This is an optimization exercise on Yosys and OpenROAD, whose aim is small area, a short achievable clock period and few clock cycles, not a production implementation. Where RTL was checked, it was by simulation tests only, not by an equivalence proof against the original. For run 1, only the layout was checked, not whether the RTL still works. Power figures rest on the tool's default switching activity, not on a simulated workload.

### design/flow/config.mk
export PLATFORM = sky130hd
export DESIGN_NAME = ahci_dma
export DESIGN_NICKNAME = ahci_dma
export VERILOG_FILES = /design/flow/design.v
export SDC_FILE = /design/flow/constraint.sdc
export NUM_CORES = 4
export LEC_CHECK = 0
export CAP_MARGIN = 20
export CORE_MARGIN = 2
export CORE_UTILIZATION = 40
export SETUP_SLACK_MARGIN = 3.0
export SLEW_MARGIN = 20
### design/flow/constraint.sdc
create_clock -name core_clock -period 6.0 [get_ports {hclk}]
set_input_delay 1.2000 -clock core_clock [delete_from_list [all_inputs] [get_ports {hclk}]]
set_output_delay 1.2000 -clock core_clock [all_outputs]
set_load 0.01 [all_outputs]
### design/flow/design.v
`timescale 1ns/100ps
package ahci_dma_pkg;
    typedef logic [31:0] addr_t;        
    typedef logic [63:0] qword_t;       
    typedef logic [31:0] dword_t;       
    typedef logic [4:0]  ct_index_t;    
    typedef logic [15:0] prd_count_t;   
    typedef logic [18:0] qw_count_t;    
    typedef logic [3:0]  burst_len_t;   
    typedef logic [3:0]  cache_t;       
    typedef logic [5:0]  axi_id_t;
    localparam burst_len_t CT_BURST_LEN  = 4'd15;    
    localparam burst_len_t PRD_BURST_LEN = 4'd1;     
    localparam burst_len_t MAX_BURST_LEN = 4'd15;
    localparam addr_t      PRDT_OFFSET   = 32'h80;
    localparam cache_t     CACHE_DEFAULT = 4'h3;
    localparam axi_id_t    ID_CT   = 6'd0;
    localparam axi_id_t    ID_PRD  = 6'd1;
    localparam axi_id_t    ID_DATA = 6'd2;
    localparam int         FIFO_QWORDS = 32;
    localparam int         PRD_IRQ_BIT = 31;         
    localparam int         PRD_DBC_MSB = 21;         
    typedef enum logic [2:0] {
        st_idle, st_ct, st_prd, st_data, st_drain
    } dma_state_t;
    typedef enum logic [1:0] {
        kind_ct, kind_prd, kind_data
    } req_kind_t;
endpackage
`timescale 1ns/100ps
module ahci_dma (
    input  logic       hclk,
    input  logic       hrst,
    input  logic       cmd_start,
    input  ahci_dma_pkg::addr_t      ctba,
    input  ahci_dma_pkg::prd_count_t prdtl,
    input  ahci_dma_pkg::ct_index_t  ct_addr,
    input  logic       ct_re,
    output ahci_dma_pkg::dword_t     ct_data,
    output logic       ct_busy,
    output logic       cmd_busy,
    output logic       cmd_done,
    output logic       prd_done,
    output logic       prd_irq,
    output ahci_dma_pkg::dword_t     sys_out,
    output logic       sys_dav,
    input  logic       sys_re,
    input  ahci_dma_pkg::cache_t     cache_wr_data,
    input  logic       cache_we,
    output ahci_dma_pkg::addr_t      araddr,
    output ahci_dma_pkg::burst_len_t arlen,
    output ahci_dma_pkg::axi_id_t    arid,
    output ahci_dma_pkg::cache_t     arcache,
    output logic [2:0] arsize,
    output logic [1:0] arburst,
    output logic       arvalid,
    input  logic       arready,
    input  ahci_dma_pkg::qword_t     rdata,
    input  logic       rvalid,
    input  logic       rlast,
    input  ahci_dma_pkg::axi_id_t    rid,
    output logic       rready
);
    localparam int FQ   = 3;                
    localparam int PW   = 2;                
    localparam int DLIM = 2;                
    logic rx, rx_ct, rx_prd, rx_dat;
    assign rx     = rvalid && rready;
    assign rx_ct  = rx && (rid[1:0] == 2'd0);
    assign rx_prd = rx && rid[0];
    assign rx_dat = rx && rid[1];
    logic [3:0] cfg;
    always_ff @(posedge hclk) begin
        if (hrst) begin
            cfg <= ahci_dma_pkg::CACHE_DEFAULT;
        end else if (cache_we) begin
            cfg <= cache_wr_data;
        end
    end
    assign arcache = cfg;
    logic [63:0] cr [4][4];
    logic [1:0]  cg [4];
    logic [3:0]  ct_cnt;                    
    logic [1:0]  ct_ph;                     
    logic [1:0]  ct_ph_nx, ct_e_nx;
    logic        ct_ok_nx;                  
    logic [1:0]  rd_pos [4];
    always_ff @(posedge hclk) begin
        for (int m = 0; m < 4; m++) begin
            cr[m][0] <= (rx_ct && ct_cnt[3:2] == 2'(m)) ? rdata : cr[m][3];
            cr[m][1] <= cr[m][0];
            cr[m][2] <= cr[m][1];
            cr[m][3] <= cr[m][2];
            cg[m]    <= (rx_ct && ct_cnt == {2'(m), 2'd0}) ? 2'd0 : cg[m] + 2'd1;
        end
    end
    assign ct_ph_nx = (rx_ct && ct_cnt[1:0] == 2'd0) ? 2'd0 : ct_ph + 2'd1;
    assign ct_e_nx  = ct_cnt[1:0] + {1'b0, rx_ct};
    assign ct_ok_nx = (ct_e_nx == 2'd0) || (ct_ph_nx == ct_e_nx - 2'd1);
    always_ff @(posedge hclk) begin
        ct_ph <= ct_ph_nx;
        if (hrst || cmd_start) begin
            ct_cnt <= 4'd0;
        end else if (rx_ct) begin
            ct_cnt <= ct_cnt + 4'd1;
        end
    end
    always_comb begin
        for (int m = 0; m < 4; m++) begin
            rd_pos[m] = cg[m] - ct_addr[2:1];
        end
    end
    always_ff @(posedge hclk) begin
        ct_data <= cr[ct_addr[4:3]][rd_pos[ct_addr[4:3]]][{ct_addr[0], 5'd0} +: 32];
    end
    logic [28:0] ar_a;                      
    logic [1:0]  ar_id;
    logic [27:0] prd_ptr;                   
    logic [27:0] prd_nxt;
    logic [15:0] prds_left;                 
    logic        prds_nz;
    logic [14:0] bcnt;                      
    logic [3:0]  tail;                      
    logic        irq_cur;
    logic [1:0]  outst;                     
    logic        fin;                       
    logic        st_ct, st_prd, st_pw, st_dat, st_dw;
    logic        ar_take, dat_end, fin_end;
    logic [1:0]  outst_nx;
    logic        nxt_prd;                   
    assign araddr  = {ar_a, 3'b000};
    assign arid    = {4'd0, ar_id};
    assign arsize  = 3'd3;
    assign arburst = 2'b01;
    assign prd_nxt  = prd_ptr + 28'd1;
    assign prds_nz  = (prds_left != 16'd0);
    assign ar_take  = arvalid && arready;
    assign dat_end  = rx_dat && rlast;
    assign fin_end  = dat_end && fin && (outst == 2'd1);
    assign nxt_prd  = ((st_ct && arready) || (st_dat && arready && bcnt == 15'd0)) && prds_nz;
    assign outst_nx = outst + {1'b0, ar_take && st_dat} - {1'b0, dat_end};
    always_ff @(posedge hclk) begin
        if (hrst) begin
            arvalid   <= 1'b0;
            st_ct     <= 1'b0;
            st_prd    <= 1'b0;
            st_pw     <= 1'b0;
            st_dat    <= 1'b0;
            st_dw     <= 1'b0;
            outst     <= 2'd0;
            fin       <= 1'b0;
            prds_left <= 16'd0;
        end else begin
            outst <= outst_nx;
            if (fin_end) begin
                fin <= 1'b0;
            end
            if (cmd_start) begin
                arvalid   <= 1'b1;
                st_ct     <= 1'b1;
                prds_left <= prdtl;
            end
            if (st_ct && arready) begin
                st_ct <= 1'b0;
                if (prds_nz) begin
                    st_prd <= 1'b1;
                end else begin
                    arvalid <= 1'b0;
                end
            end
            if (st_prd && arready) begin
                st_prd  <= 1'b0;
                st_pw   <= 1'b1;
                arvalid <= 1'b0;
            end
            if (st_pw && rx_prd && rlast) begin
                st_pw     <= 1'b0;
                st_dat    <= 1'b1;
                arvalid   <= 1'b1;
                prds_left <= prds_left - 16'd1;
            end
            if (st_dat && arready) begin
                if (bcnt == 15'd0) begin
                    fin    <= 1'b1;
                    st_dat <= 1'b0;
                    if (prds_nz) begin
                        st_prd <= 1'b1;
                    end else begin
                        arvalid <= 1'b0;
                    end
                end else if (outst_nx == 2'(DLIM)) begin
                    st_dat  <= 1'b0;
                    st_dw   <= 1'b1;
                    arvalid <= 1'b0;
                end
            end
            if (st_dw && outst != 2'(DLIM)) begin
                st_dw   <= 1'b0;
                st_dat  <= 1'b1;
                arvalid <= 1'b1;
            end
        end
    end
    always_ff @(posedge hclk) begin
        if (cmd_start) begin
            ar_a    <= {ctba[31:7], 4'd0};
            arlen   <= ahci_dma_pkg::CT_BURST_LEN;
            ar_id   <= 2'd0;
            prd_ptr <= {ctba[31:7], 3'b111};
        end
        if (nxt_prd) begin
            ar_a    <= {prd_nxt, 1'b0};
            arlen   <= ahci_dma_pkg::PRD_BURST_LEN;
            ar_id   <= 2'd1;
            prd_ptr <= prd_nxt;
        end
        if (st_dat && arready && bcnt != 15'd0) begin
            ar_a[28:4] <= ar_a[28:4] + 25'd1;
            bcnt       <= bcnt - 15'd1;
            arlen      <= (bcnt == 15'd1) ? tail : ahci_dma_pkg::MAX_BURST_LEN;
        end
        if (st_pw && rx_prd) begin
            if (!rlast) begin
                ar_a <= rdata[31:3];
            end else begin
                bcnt    <= rdata[53:39];
                tail    <= rdata[38:35];
                irq_cur <= rdata[63];
                arlen   <= (rdata[53:39] != 15'd0) ? ahci_dma_pkg::MAX_BURST_LEN : rdata[38:35];
                ar_id   <= 2'd2;
            end
        end
    end
    logic [63:0] fq_d [FQ];
    logic [2:0]  fq_t [FQ];                 
    logic [PW-1:0] wp, rp;
    logic [PW:0]   cnt, cnt_nx;
    logic        hi;                        
    logic        ld, deq, pop;
    logic [2:0]  o_t;
    logic [63:0] head_d;
    logic [2:0]  head_t;
    assign pop    = sys_dav && sys_re;
    assign ld     = !sys_dav || pop;
    assign deq    = ld && (cnt != '0) && hi;
    assign cnt_nx = cnt + {{PW{1'b0}}, rx_dat} - {{PW{1'b0}}, deq};
    assign head_d = fq_d[rp];
    assign head_t = fq_t[rp];
    always_ff @(posedge hclk) begin
        if (rx_dat) begin
            fq_d[wp] <= rdata;
            fq_t[wp] <= {fin_end && !prds_nz, fin_end && irq_cur, fin_end};
        end
        if (ld && cnt != '0) begin
            sys_out <= hi ? head_d[63:32] : head_d[31:0];
            o_t     <= hi ? head_t : 3'd0;
        end
    end
    always_ff @(posedge hclk) begin
        if (hrst) begin
            wp       <= '0;
            rp       <= '0;
            cnt      <= '0;
            hi       <= 1'b0;
            sys_dav  <= 1'b0;
            rready   <= 1'b1;
            ct_busy  <= 1'b0;
            cmd_busy <= 1'b0;
            cmd_done <= 1'b0;
            prd_done <= 1'b0;
            prd_irq  <= 1'b0;
        end else begin
            cnt    <= cnt_nx;
            if (ct_busy && !(rx_ct && rlast)) begin
                rready <= ct_ok_nx;             
            end else begin
                rready <= (cnt_nx < (PW+1)'(FQ)) || (outst_nx == 2'd0);
            end
            if (rx_dat) begin
                wp <= (wp == PW'(FQ - 1)) ? '0 : wp + 1'b1;
            end
            if (deq) begin
                rp <= (rp == PW'(FQ - 1)) ? '0 : rp + 1'b1;
            end
            if (ld) begin
                sys_dav <= (cnt != '0);
                if (cnt != '0) begin
                    hi <= !hi;
                end
            end
            prd_done <= pop && o_t[0];
            prd_irq  <= pop && o_t[1];
            cmd_done <= (pop && o_t[2]) || (rx_ct && rlast && !prds_nz);
            if (cmd_start) begin
                ct_busy  <= 1'b1;
                cmd_busy <= 1'b1;
            end else begin
                if (rx_ct && rlast) begin
                    ct_busy <= 1'b0;
                end
                if ((pop && o_t[2]) || (rx_ct && rlast && !prds_nz)) begin
                    cmd_busy <= 1'b0;
                end
            end
        end
    end
endmodule
### design/flow/run.sh
#!/bin/bash
# synth_recipe.tcl (not shown) runs the flow's synth.tcl, then flattens the netlist and writes it again
# the make line also repeats each setting of config.mk as NAME=value (left out here)
make -C /OpenROAD-flow-scripts/flow DESIGN_CONFIG=/design/flow/config.mk WORK_HOME=/design/flow/orfs CLKGATE_MAP_FILE= SYNTH_SCRIPT=/design/flow/synth_recipe.tcl finish
==> impl_results.md, run 1 <==
* Syn. warnings at 4
* First drt pass iteration count at 6
* Main flop type after synthesis: dfxtp_1
* Via count at between 30000 and 40000
* Die X at 353 µm
* Number of max-cap violations at 0
* Synth Instances at between 4000 and 5000
* Largest family of logic cells by synthesized area: simple AND/OR/NAND/NOR gates
* Area Overhead vs Synth at 25.7%
* Final wirelength at approximately 170 mm
* Compound-Gate Fraction of Synth Area at 10.4%
* Final instance area at approximately 61000 µm²
* Register area share after synthesis at between 60% and 70%
* Largest net degree at the start of global routing at between 60 and 70
* Final hold vios at 0
* Row Count at ~130
* I/O Pins at about 260
* Worst vdd ir at 0.000326 V
* DIE AREA at ~120000 µm²
* Area share of fa/ha/maj cells after synthesis at less than 1%
* Final cycle utilization of the critical path at 57.6%
* Simple-gate portion of the synthesized area at roughly 12%
* Yosys reg bits at between 1000 and 1500
* CTS Sinks at about 1400
* Fin. max-slew vios at 0
* Clock latency (worst-skew pair) at roughly 770 ps
* Type of origin of the critical path: input port
* Antenna Nets Post-Route at 0
* Mean area per synthesized cell at approximately 11 µm²
* Final nets at about 5000
* Max frequency at between 0.2 and 0.3 GHz
* Synth area leader: dfxtp_1
* Synth top area share at a little under half
* Most common cell after layout, fill and taps aside: dfxtp_1
* RSZ-0062 raised after global routing: yes
* Starting Density at around 40%
* Slew HR at about a quarter
* Xor/xnor share of the synthesized area at 1.72%
* Leakage at 23.5 nW
* DR DRC count at 0
* Unique masters post-synth at slightly above 80
* Critical path type: in2reg
* Clock slew at reported path FFs at 60 ps
* Worst-case clock buffer depth at 3
* Power Total at between 20 and 25 mW
* Core ar. at 120000 µm²
* Status: complete, no violations
* Final setup viols at 0
* Setup Skew at 29.5 ps
* Crit path DAT at 4060 ps
* CTS Buf Count at between 100 and 150
* Die Span Y at 353 µm
* Grt total ovfl at 0
* Hpwl dp at 104 mm
* GP Congestion at 0.850
* Vias per cell at between 5 and 6
* Root buffer cell: clkbuf_16
* H-tree depth at 4
* Crit end category: flip-flop
* Wire length per cell at 26.6 µm
* Cell area power density at between 400 and 500 nW/µm²
* EDFF count, synth at roughly 270
* CTS tree: built
* Fraction of layout cells with a size suffix above 1 at about 18%
* Setup slack after layout at around 2500 ps
* Tightest Hold Check Type: reg2reg
* Most frequent cells in the layout: dfxtp_1, nand2_1, edfxtp_1, clkdlybuf4s50_1, buf_4
* Critical path data required time at 6610 ps
* Setup TNS at 0 ps
* Critical Path Fanout Max at 4
* Post-synthesis cell area at 48700 µm²
* N_diodes at 0
* Number of global-route vias before repair at ~35000
* Initial antenna violation count at 12
* Worst Max-Slew Pin Slew at 1140 ps
* Detailed Route Iter0 Violations at about 4000
* Synth area leaders: dfxtp_1, edfxtp_1, nand2_1, mux2i_1, mux4_2
* Fin crit period at about 3500 ps
* Placed instance area at ~54000 µm²
* Mux cell area share after synthesis at 7.79%
* First-pass GRT wire length at 247 mm
* GRT Total Usage at 26.9%
* # port buffers at approximately 230
* Async SR Flop Fraction at 0%
* Post-place setup slack at between 1000 and 1500 ps
## layer usage
layer  GRT usage [%]  up-vias  part of all wire, %
met2            41.2     1956                   44
met1            36.9    18087                   42
met5               0        -               0.0081
met3            5.79      359                   10
met4            10.7        4                  3.9
li1                -    16286                    -
## final cells by class
type	instances	area [µm²]
Timing Repair Buffer	539	5800
Timing Repair inverter	1	7.51
Multi-Input combinational cell	2604	17100
Inverter	34	136
Clock inverter	60	549
Clock buffer	202	4140
Sequential cell	1435	31500
Fill cell	10425	59100
Tap cell	1612	2020
## what timing repair did
action                     CTS  global route
setup endpoints to repair  161           190
pin swaps                   68            50
gates cloned                10             4
setup buffers              110            30
gates resized for setup    249            87
hold buffers                 0             0
## through the flow
stage	utilization (%)	hold slack, ps	instances
final	50.9	330	6487
after global routing	50.9	336	6487
after CTS	50.3	327	6453
after detailed placement	44.5	329	6071
after global placement	44.5	326	6071
after floorplan	-	323	4342
## sequential cells by signal (all words and copies together), names as in the netlist, 8 cells and up, named ones only
name and cells:
cr 1024, fq_d 192, ct_data 32, sys_out 32, ar_a 29, prd_ptr 28, prds_left 16, bcnt 15
fq_t 9, cg 8
## Yosys cell counts (48+ instances only)
cell type and n:
a21oi_1 183, a22oi_1 85, buf_2 52, clkbuf_1 174, dfxtp_1 1166, edfxtp_1 269, mux2_2 83, mux2i_1 186
nand2_1 812, nand3_1 140, nor2_1 215, nor3_1 84, o21ai_0 160, o22ai_1 48, xnor2_1 55
## power breakdown
group          switching (mW)  internal [mW]  total, mW  leakage [nW]
sequential              0.490           10.7       11.2          12.0
combinational            2.41           1.99       4.39          9.15
clock                    3.86           5.10       8.96          2.32
## cell families (layout without fill, tap and decap cells)
logic type | Yosys count | after routing
other cells | 2 | 12
mux | 314 | 314
compound gates | 765 | 765
fa+ha+maj | 16 | 16
simple gates | 1410 | 1410
flops | 1435 | 1435
buf+inv | 303 | 836
xor+xnor | 87 | 87
## path summary, 6_finish.rpt
path | from | end | slack, ps | depth (start not counted)
worst max-delay path | ct_addr[4] | ct_data[22] | 2550 | 16
worst min-delay path | cr[0][30] | cr[1][30] | 330 | 0
worst max register to register | cg[0][0] | ct_data[22] | 2790 | 15
worst min register to register | cr[0][30] | cr[1][30] | 330 | 0
## critical path: stages
cell and delay, ps:
buf_12 90, mux4_2 510, inv_2 90, ha_4 210, xor2_4 90, buf_6 160
xnor2_4 220, buf_6 150, nor2_4 40, buf_12 130, buf_4 150, buf_8 140
a221o_1 340, a221oi_2 170, and3_1 240, o32ai_4 120
==> run 2, diff against run 1 <==
--- a/design/flow/design.v
+++ b/design/flow/design.v
@@ -80,36 +80,8 @@
     assign arcache = cfg;
-    logic [63:0] cr [4][4];
-    logic [1:0]  cg [4];
-    logic [3:0]  ct_cnt;                    
-    logic [1:0]  ct_ph;                     
-    logic [1:0]  ct_ph_nx, ct_e_nx;
-    logic        ct_ok_nx;                  
-    logic [1:0]  rd_pos [4];
-    always_ff @(posedge hclk) begin
-        for (int m = 0; m < 4; m++) begin
-            cr[m][0] <= (rx_ct && ct_cnt[3:2] == 2'(m)) ? rdata : cr[m][3];
-            cr[m][1] <= cr[m][0];
-            cr[m][2] <= cr[m][1];
-            cr[m][3] <= cr[m][2];
-            cg[m]    <= (rx_ct && ct_cnt == {2'(m), 2'd0}) ? 2'd0 : cg[m] + 2'd1;
-        end
-    end
-    assign ct_ph_nx = (rx_ct && ct_cnt[1:0] == 2'd0) ? 2'd0 : ct_ph + 2'd1;
-    assign ct_e_nx  = ct_cnt[1:0] + {1'b0, rx_ct};
-    assign ct_ok_nx = (ct_e_nx == 2'd0) || (ct_ph_nx == ct_e_nx - 2'd1);
-    always_ff @(posedge hclk) begin
-        ct_ph <= ct_ph_nx;
-        if (hrst || cmd_start) begin
-            ct_cnt <= 4'd0;
-        end else if (rx_ct) begin
-            ct_cnt <= ct_cnt + 4'd1;
-        end
-    end
-    always_comb begin
-        for (int m = 0; m < 4; m++) begin
-            rd_pos[m] = cg[m] - ct_addr[2:1];
-        end
-    end
-    always_ff @(posedge hclk) begin
-        ct_data <= cr[ct_addr[4:3]][rd_pos[ct_addr[4:3]]][{ct_addr[0], 5'd0} +: 32];
+    logic [1023:0] ct_q;                    
+    always_ff @(posedge hclk) begin
+        if (rx_ct) begin
+            ct_q <= {rdata, ct_q[1023:64]};
+        end
+        ct_data <= ct_q[{ct_addr, 5'd0} +: 32];
     end
@@ -273,7 +245,3 @@
             cnt    <= cnt_nx;
-            if (ct_busy && !(rx_ct && rlast)) begin
-                rready <= ct_ok_nx;             
-            end else begin
-                rready <= (cnt_nx < (PW+1)'(FQ)) || (outst_nx == 2'd0);
-            end
+            rready <= (cnt_nx < (PW+1)'(FQ)) || (outst_nx == 2'd0);
             if (rx_dat) begin
--- a/design/flow/config.mk
+++ b/design/flow/config.mk
@@ -10,3 +10,2 @@
 export CORE_UTILIZATION = 40
-export SETUP_SLACK_MARGIN = 3.0
 export SLEW_MARGIN = 20
==> run 2 against run 1 <==
  * Hold slack gained 98 ps
  * Routed wire length shrank 34%
  * Fmax grew 1.7%
  * Register-to-register slack gained 230 ps
  * Clock power shrank 2.5%
  * Via count shrank 26%
  * Critical path depth shrank 4
  * Flip-flop and latch count shrank 14
==> impl_results.md, run 2 <==
* Status: complete, no violations
* Placed instance area at 59700 µm²
* Max frequency at between 0.2 and 0.3 GHz
* Hpwl dp at between 70 and 80 mm
* Syn. warnings at 1
* Most frequent cell after synthesis: edfxtp_1
* # port buffers at ~230
* Final instance area at between 60000 and 70000 µm²
* Area Overhead vs Synth at 16.4%
* Final setup viols at 0
* Hold-fix buffers, CTS at 0
* Detailed Route Iter0 Violations at between 2000 and 3000
* Post-CTS Setup Bufs at 0
* Fraction of layout cells with a size suffix above 1 at a little over a fifth
* DR DRC count at 0
* Final hold vios at 0
* GRT Total Usage at 16.2%
* Slew HR at a little over a quarter
* Starting Density at between 40% and 50%
* Largest net degree at the start of global routing at between 200 and 250
* Setup Skew at about 19 ps
* Fin crit period at roughly 3400 ps
* Type of origin of the critical path: input port
* Final wirelength at 114 mm
* Biggest registers after layout: ct_q x1024, fq_d x192
* Final cycle utilization of the critical path at 56.6%
* R2r setup slk at ~3000 ps
* Synth area leaders: edfxtp_1, mux4_2, dfxtp_1, mux2i_1, mux2_2
* Crit path DAT at between 4000 and 5000 ps
* I/O Pins at ~260
* Number of global-route vias before repair at between 20000 and 30000
* Wire length per cell at ~23 µm
* Initial antenna violation count at 19
* Most frequent cells in the layout: edfxtp_1, mux4_2, clkdlybuf4s50_1, clkbuf_16, dfxtp_1
* Final core utilization at between 40 and 50%
* Clock latency (worst-skew pair) at approximately 750 ps
* DIE AREA at roughly 140000 µm²
* Antenna Nets Post-Route at 0
* Worst vdd ir at roughly 0.00025 V
* Critical Path Fanout Max at 10
* Critical path data required time at 6680 ps
* Crit-path leading delay family: simple AND/OR/NAND/NOR gates
* Most common cell after layout, fill and taps aside: edfxtp_1
* CTS Sinks at between 1000 and 1500
* Register area share after synthesis at between 70% and 80%
* Grt total ovfl at 0
* Worst Path Buf+Inv at 3
* Row Count at about 140
* EDFF count, synth at around 1300
* Via count at 27132
* Mean area per synthesized cell at 20.2 µm²
* Cells along the critical path: clkdlybuf4s50_1 -> inv_1 -> nor2_2 -> nand2_1 -> ha_1 -> inv_1 -> ha_1 -> xor2_1 -> xnor2_1 -> or2_2 -> or3_1 -> a21oi_1
* Unique masters post-synth at between 70 and 80
* Tightest Hold Check Type: reg2reg
* Number of max-cap violations at 0
* Final nets at between 3000 and 4000
* Worst-case clock buffer depth at 3
* Cell area power density at around 360 nW/µm²
* Synth Instances at ~2700
* Post-synthesis cell area at 55300 µm²
* Root buffer cell: clkbuf_16
* Crit end category: flip-flop
* Setup TNS at 0 ps
* Vias per cell at 5.50
* Cts repair resizes at 0
* First-pass GRT wire length at between 150 and 200 mm
* Yosys reg bits at roughly 1400
* Worst Max-Slew Pin Slew at between 1000 and 1500 ps
* Die Span Y at 376 µm
* Crit-path max cell delay at roughly 630 ps
* Reg with most FFs: ct_q
* First drt pass iteration count at 6
* Async SR Flop Fraction at 0%
* Synth area leader: edfxtp_1
* H-tree depth at 4
* GP Congestion at roughly 0.81
* Fin. max-slew vios at 0
* Clock slew at reported path FFs at about 60 ps
* Main flop type after synthesis: edfxtp_1
* Synth top area share at a little over two thirds
* Core ar. at around 140000 µm²
* CTS Buf Count at about 150
* CTS tree: built
* Max reg flops at between 1000 and 1500
* Critical path type: in2reg
* Die X at 376 µm
* Critical path's slowest cell: clkdlybuf4s50_1
* Synth cell count leaders: edfxtp_1, mux4_2, dfxtp_1
* Leakage at between 20 and 25 nW
* RSZ-0062 raised after global routing: no
run 2: layer usage:
metal	global-route usage [%]	vias up	wire, µm
met4	5.89	18	3250
met3	3.70	203	6040
met2	25.4	743	54700
met1	22.2	14223	49600
met5	0	-	135
li1	-	11945	-
run 2: logic make-up after synthesis:
family | synth area share [%]
simple gates | 3.55
xor+xnor | 0.570
mux | 16.2
buf+inv | 1.45
compound gates | 3.09
other cells | 0.0136
fa+ha+maj | 0.263
flops | 74.9
run 2: power by group:
| group | leakage (nW) | total [mW] | switching (mW) | internal [mW] |
|---|---|---|---|---|
| sequential | 12.9 | 12.2 | 0.496 | 11.7 |
| clock | 2.25 | 8.74 | 3.66 | 5.08 |
| combinational | 5.19 | 2.54 | 1.32 | 1.22 |
run 2: path summary, 6_finish.rpt:
kind	startpoint	end	cells past startpoint
max	arready	st_dw	12
min	ct_q[337]	ct_q[273]	0
max reg2reg	bcnt[2]	ar_a[20]	5
min reg2reg	ct_q[337]	ct_q[273]	0
run 2: through the flow:
stage	hold slack [ps]	worst slack (ps)	power (mW)	std cells
after global routing	435	2360	24.3	4930
after CTS	430	2670	23.8	4924
after detailed placement	427	1840	14.9	4664
after global placement	421	1890	14.8	4664
after floorplan	421	-21020	14.1	2750
final	428	2600	23.5	4930
run 2: layout make-up:
class	instances	area (µm²)
Fill cell	11258	73000
Sequential cell	1421	41400
Multi-Input combinational cell	1147	13200
Clock buffer	193	3950
Timing Repair Buffer	279	2800
Tap cell	1794	2240
Clock inverter	67	658
Inverter	24	90.1
Antenna cell	5	12.5
Testbench counts of run 2, summed over its fixed seeds: cycles 55,724.

-- port drivers added, routing unchanged --
In the flow no input, the clock included, has a driving cell. The finished layouts below were timed again as built, in two steps.
Step 1 sets driving cells, clkbuf_16 on the clock port and buf_2 on the other inputs (assumed; they add their load-dependent delay and slew).
Step 2, shift: input delay + t, output delay - t, t = (earliest + latest rising clock arrival at the registers) / 2. This alone moves slack from input paths to output paths.
Three values: ideal ports, drivers, drivers and shift; two values: the first two.
run | shift t [ns] | slack for setup (ns) | hold WS [ns] | clock arrival spread, ns | slew at the worst register clock pin (ns)
run 1 | 0.824 | 2.546 / 2.554 / 1.731 | 0.330 / 0.330 / 0.330 | 0.041 / 0.041 | 0.07 / 0.07
run 2 | 0.816 | 2.603 / 2.575 / 1.759 | 0.428 / 0.428 / 0.428 | 0.022 / 0.022 | 0.07 / 0.07
After both steps every run listed still meets setup and hold. For run 2, which loses most, drivers alone change the setup slack by -0.028 ns; drivers and shift together by -0.844 ns.
